This is an optimization exercise on Yosys and OpenROAD, whose aim is small area, a short achievable clock period and few clock cycles per item, not a production implementation.
Where RTL was checked, it was by simulation tests only, not by an equivalence proof against the original.

Design stepper_ramp_pwm_rate_generator_top, start of the top module:
module stepper_ramp_pwm_rate_generator_top (
    input  wire logic        clk,
    input  wire logic        rst_n,
    input  wire logic        cfg_we,
    input  wire logic [1:0]  cfg_addr,
    input  wire logic [27:0] cfg_wdata,
    input  wire logic        s_tvalid,
    output logic             s_tready,
    input  wire logic [55:0] s_tdata,
    output logic             m_tvalid,
    input  wire logic        m_tready,
    output logic [63:0]      m_tdata
);
Size: about 2900 cells after synthesis, ~300 flip-flops, about 160 I/O pins, about 26000 sq um of cells after synthesis.
clock: 8.0 ns
lec_check: 0
abc_clock_period_in_ps: 5000
cap_margin: 20
core_margin: 2
core_utilization: 40
cts_buf_list: sky130_fd_sc_hd__clkbuf_4 sky130_fd_sc_hd__clkbuf_8
cts_cluster_size: 30
setup_slack_margin: 3.0
slew_margin: 20
run.sh (not shown) runs the stock make flow with config.mk's settings and CLKGATE_MAP_FILE= SYNTH_SCRIPT=/design/flow/synth_recipe.tcl, a recipe that flattens the netlist after the stock synthesis.
The first run completed with no timing, DRC or antenna violations.
Testbench counts at the start, summed over its fixed seeds: cycles 6,290, items 2,000.
Edit:
--- a/flow/design.v
+++ b/flow/design.v
@@ -245,15 +245,14 @@
     logic [17:0] den3_reg;     
     logic [15:0] den_next;
     logic [1:0]  lp_reg;       
     logic [1:0]  lc_reg;       
     logic [1:0]  lcode;        
     logic        spec_reg;     
     logic        sload;        
-    logic        rst_reg;      
     logic        hit;          
     logic [15:0] rem_spec;
     logic [15:0] rem_reg;
     logic [27:0] quo_reg;
     logic [3:0]  nb_reg;       
     logic        top_f;        
     logic        done;         
@@ -328,26 +327,28 @@
         rem_jmp  = rem_at(lcode, sys_clock_reg);
         rem_spec = rem_at(lp_reg, sys_clock_reg);
         hit      = spec_reg && (lcode == lp_reg);
         if (sload)
             cnt_next = {1'b0, lp_reg} + 3'd3;
         else if (jump && !hit)
             cnt_next = {1'b0, lcode} + 3'd3;
+        else if (chk_reg && top_f)
+            cnt_next = cnt_reg;
         else
             cnt_next = cnt_reg - 3'd1;
         if (chk_reg && top_f)
             den_next = dcl_reg ? max_rate_reg : cur_reg;
         else if (load)
             den_next = rate_next;
         else if (clp_reg && fit16)
             den_next = max_rate_reg;
         else
             den_next = den_reg;
     end
-    assign sload = load;
+    assign sload = load && !(busy_reg && !lowm_reg && !full_reg);
     always_ff @(posedge clk or negedge rst_n)
     begin
         if (!rst_n)
         begin
             lp_reg   <= 2'd1;
             spec_reg <= 1'b0;
         end
@@ -363,28 +364,29 @@
         nb_reg   <= dividend[{cnt_next, 2'b11} -: 4];
         den_reg  <= den_next;
         den3_reg <= {2'b00, den_next} + {1'b0, den_next, 1'b0};
         if (sload)
             rem_reg <= rem_spec;
         else if (jump && !hit)
             rem_reg <= rem_jmp;
-        else
+        else if (!(chk_reg && top_f))
             rem_reg <= rem_c;
-        if (!hold)
+        if (!hold && !(chk_reg && top_f))
             quo_reg <= {quo_reg[23:0], qb_c};
         if (jump || zfast)
         begin
-            if (!rst_reg)
-                dcl_reg <= dcl_pend;
+            dcl_reg  <= dcl_pend;
             z_reg    <= zero || zfast;
             ov_reg   <= ovf;
             lowm_reg <= fit16 || fit20;
-            full_reg <= rst_reg;
+            full_reg <= 1'b0;
             lc_reg   <= lcode;
         end
+        else if (chk_reg && top_f)
+            full_reg <= 1'b1;
         if (load)
             dcl_pend <= 1'b0;
         else if (clp_reg && fit16)
             dcl_pend <= 1'b1;
     end
     logic [15:0] qw;
     logic [15:0] wlow;
@@ -448,15 +450,14 @@
     always_ff @(posedge clk or negedge rst_n)
     begin
         if (!rst_n)
         begin
             jmp_reg  <= 1'b0;
             clp_reg  <= 1'b0;
             pl_reg   <= 1'b0;
-            rst_reg  <= 1'b0;
             busy_reg <= 1'b0;
             chk_reg  <= 1'b0;
             fin_reg  <= 1'b0;
             cnt_reg  <= '0;
             mv_reg   <= 1'b0;
         end
         else
@@ -474,34 +475,33 @@
             end
             if (load && !accept)
                 pl_reg <= 1'b1;
             else if (accept)
                 pl_reg <= 1'b0;
             if (chk_reg && top_f)
             begin
-                jmp_reg <= 1'b1;
+                jmp_reg <= 1'b0;
                 clp_reg <= 1'b0;
                 pl_reg  <= 1'b0;
-                rst_reg <= 1'b1;
             end
-            else if (jump)
-                rst_reg <= 1'b0;
             cnt_reg <= cnt_next;
             chk_reg <= 1'b0;
             if (cap)
                 fin_reg <= 1'b0;
             else if (chk_reg && !top_f)
                 fin_reg <= 1'b1;
             if (jump)
             begin
                 busy_reg <= !(zero || ovf);
                 fin_reg  <= zero || ovf;
             end
             else if (zfast)
                 fin_reg  <= 1'b1;
+            else if (chk_reg && top_f)
+                busy_reg <= 1'b1;
             else if (busy_reg && (cnt_reg == last_grp))
             begin
                 busy_reg <= 1'b0;
                 if (lowm_reg || full_reg)
                     fin_reg <= 1'b1;
                 else
                     chk_reg <= 1'b1;
What happened: The changed run produced a clean layout; cell area went up slightly; non-clock buffer count went up by 53; count of clock-buffer cells in the layout went up by 6; core utilization went up by 1.5 points; worst hold slack degrades by 10 ps; die area went down by a few percent; wire length went down by roughly a tenth; global-route usage went down by 1.9 points.
Testbench counts after the change, summed over its fixed seeds: cycles 6,419, items 2,000.

---

Setup of v6:
stepper_ramp_pwm_rate_generator_top, a different RTL version from the one above (not shown whole).
Size: roughly 2,700 cells after synthesis, ~300 flip-flops, about 160 I/O pins.
Settings: LEC_CHECK=0, ABC_CLOCK_PERIOD_IN_PS=5000, CAP_MARGIN=20, CORE_MARGIN=2, CORE_UTILIZATION=40, CTS_BUF_LIST=sky130_fd_sc_hd__clkbuf_4 sky130_fd_sc_hd__clkbuf_8, CTS_CLUSTER_SIZE=30, SETUP_SLACK_MARGIN=3.0, SLEW_MARGIN=20; clock period 8.0 ns.
#### Input delta (v7 over v6)
--- a/flow/design.v
+++ b/flow/design.v
@@ -240,20 +240,21 @@
     logic        chk_reg;      
     logic        fin_reg;
     logic [2:0]  cnt_reg;      
     logic [2:0]  last_grp;     
     logic [15:0] den_reg;
     logic [17:0] den3_reg;     
     logic [15:0] rem_reg;
     logic [27:0] quo_reg;
     logic [3:0]  nb_reg;       
     logic        top_f;        
+    logic        rst_reg;      
     logic        done;         
     logic        hold;         
     logic [31:0] dividend;
     assign dividend = {sys_clock_reg, 4'b0000};
     assign last_grp = lowm_reg ? 3'd1 : (full_reg ? 3'd0 : 3'd3);
     assign top_f    = (quo_reg[3:0] == 4'hf);
     logic        zero;
     logic        ovf;
     logic        fit24;
     logic        fit20;
@@ -320,51 +321,48 @@
         else if (fit24)
         begin
             cnt_next = 3'd5;
             rem_jmp  = {8'd0, sys_clock_reg[27:20]};
         end
         else
         begin
             cnt_next = 3'd6;
             rem_jmp  = {12'd0, sys_clock_reg[27:24]};
         end
-        if (chk_reg && top_f)
-            cnt_next = cnt_reg;
-        else if (!jump)
+        if (!jump)
             cnt_next = cnt_reg - 3'd1;
     end
     always_ff @(posedge clk)
     begin
         nb_reg <= dividend[{cnt_next, 2'b11} -: 4];
-        if (jmp_reg && !(chk_reg && top_f))
+        if (jmp_reg)
             den3_reg <= {2'b00, den_reg} + {1'b0, den_reg, 1'b0};
         if (jump)
         begin
             rem_reg <= rem_jmp;
             quo_reg <= '0;
         end
-        else if (!(chk_reg && top_f))
+        else
         begin
             rem_reg <= rem_c;
             if (!hold)
                 quo_reg <= {quo_reg[23:0], qb_c};
         end
         if (jump || zfast)
         begin
-            dcl_reg  <= dcl_pend;
+            if (!rst_reg)
+                dcl_reg <= dcl_pend;
             z_reg    <= zero || zfast;
             ov_reg   <= ovf;
             lowm_reg <= fit16 || fit20;
-            full_reg <= 1'b0;
+            full_reg <= rst_reg;
         end
-        else if (chk_reg && top_f)
-            full_reg <= 1'b1;
         if (chk_reg && top_f)
             den_reg <= dcl_reg ? max_rate_reg : cur_reg;
         else if (load)
             den_reg <= rate_next;
         else if (clp_reg && fit16)
             den_reg <= max_rate_reg;
         if (load)
             dcl_pend <= 1'b0;
         else if (clp_reg && fit16)
             dcl_pend <= 1'b1;
@@ -422,20 +420,21 @@
                       || (s_tvalid && ready_in && !pl_reg && busy_reg
                           && (cnt_reg == last_grp));
     assign jump     = jmp_reg && !clp_reg && (!pl_reg || accept) && !hold;
     always_ff @(posedge clk or negedge rst_n)
     begin
         if (!rst_n)
         begin
             jmp_reg  <= 1'b0;
             clp_reg  <= 1'b0;
             pl_reg   <= 1'b0;
+            rst_reg  <= 1'b0;
             busy_reg <= 1'b0;
             chk_reg  <= 1'b0;
             fin_reg  <= 1'b0;
             cnt_reg  <= '0;
             mv_reg   <= 1'b0;
         end
         else
         begin
             if (load)
             begin
@@ -447,39 +446,40 @@
                 if (jump)
                     jmp_reg <= 1'b0;
                 clp_reg <= 1'b0;
             end
             if (load && !accept)
                 pl_reg <= 1'b1;
             else if (accept)
                 pl_reg <= 1'b0;
             if (chk_reg && top_f)
             begin
-                jmp_reg <= 1'b0;
+                jmp_reg <= 1'b1;
                 clp_reg <= 1'b0;
                 pl_reg  <= 1'b0;
+                rst_reg <= 1'b1;
             end
+            else if (jump)
+                rst_reg <= 1'b0;
             cnt_reg <= cnt_next;
             chk_reg <= 1'b0;
             if (cap)
                 fin_reg <= 1'b0;
             else if (chk_reg && !top_f)
                 fin_reg <= 1'b1;
             if (jump)
             begin
                 busy_reg <= !(zero || ovf);
                 fin_reg  <= zero || ovf;
             end
             else if (zfast)
                 fin_reg  <= 1'b1;
-            else if (chk_reg && top_f)
-                busy_reg <= 1'b1;
             else if (busy_reg && (cnt_reg == last_grp))
             begin
                 busy_reg <= 1'b0;
                 if (lowm_reg || full_reg)
                     fin_reg <= 1'b1;
                 else
                     chk_reg <= 1'b1;
             end
             if (cap)
                 mv_reg <= 1'b1;
[summary]
- v7: synthesized area divided by synthesized cell count is about 1.2% lower than what v6 reported.
- Compared with v6, v7 shows TritonCTS sink count higher by 1.
- The instance count on the critical path in v7 is 1.14 times that in v6.
- On relative area change from synthesis to final layout, the lower figure sits with v6, not v7.
- Final instance area ended up about 2.2% higher on v7 than on v6.
- Per the comparison of v7 with v6, cell count went up by about 0.5%, average vias per placed instance higher, portion of netlist area occupied by mux cells now sits lower, final critical-path setup slack up 200 ps.
Function was not checked in any run of this note: the RTL went through the layout flow alone.

separate check: timing with driven ports:
The flow's constraints put no driver on any port. The routed layouts listed below were extracted and timed again, unchanged, in two steps. Step 1 sets driving cells, clkbuf_16 on the clock port and buf_2 on the other inputs (assumed; they add their load-dependent delay and slew). Step 2, shift: input delay + t, output delay - t, t = (earliest + latest rising clock arrival at the registers) / 2. This alone moves slack from input paths to output paths. a / b / c = ideal ports / drivers / drivers and shift; a / b = the first two.
run | t (ns) | slack for setup (ns) | clock arrival spread, ns | worst data-port slew with drivers (ns)
the first run of note 1 | 0.720 | 2.463 / 2.463 / 1.943 | 0.039 / 0.039 | 0.06
the second run of note 1 | 0.710 | 2.589 / 2.589 / 2.212 | 0.049 / 0.049 | 0.07
v6 | 0.698 | 2.439 / 2.439 / 2.439 | 0.041 / 0.040 | 0.07
v7 | 0.692 | 2.634 / 2.634 / 2.283 | 0.059 / 0.060 | 0.05
After both steps every run listed still meets setup and hold. For the first run of note 1, which loses most, drivers alone change the setup slack by 0.000 ns; drivers and shift together by -0.520 ns.
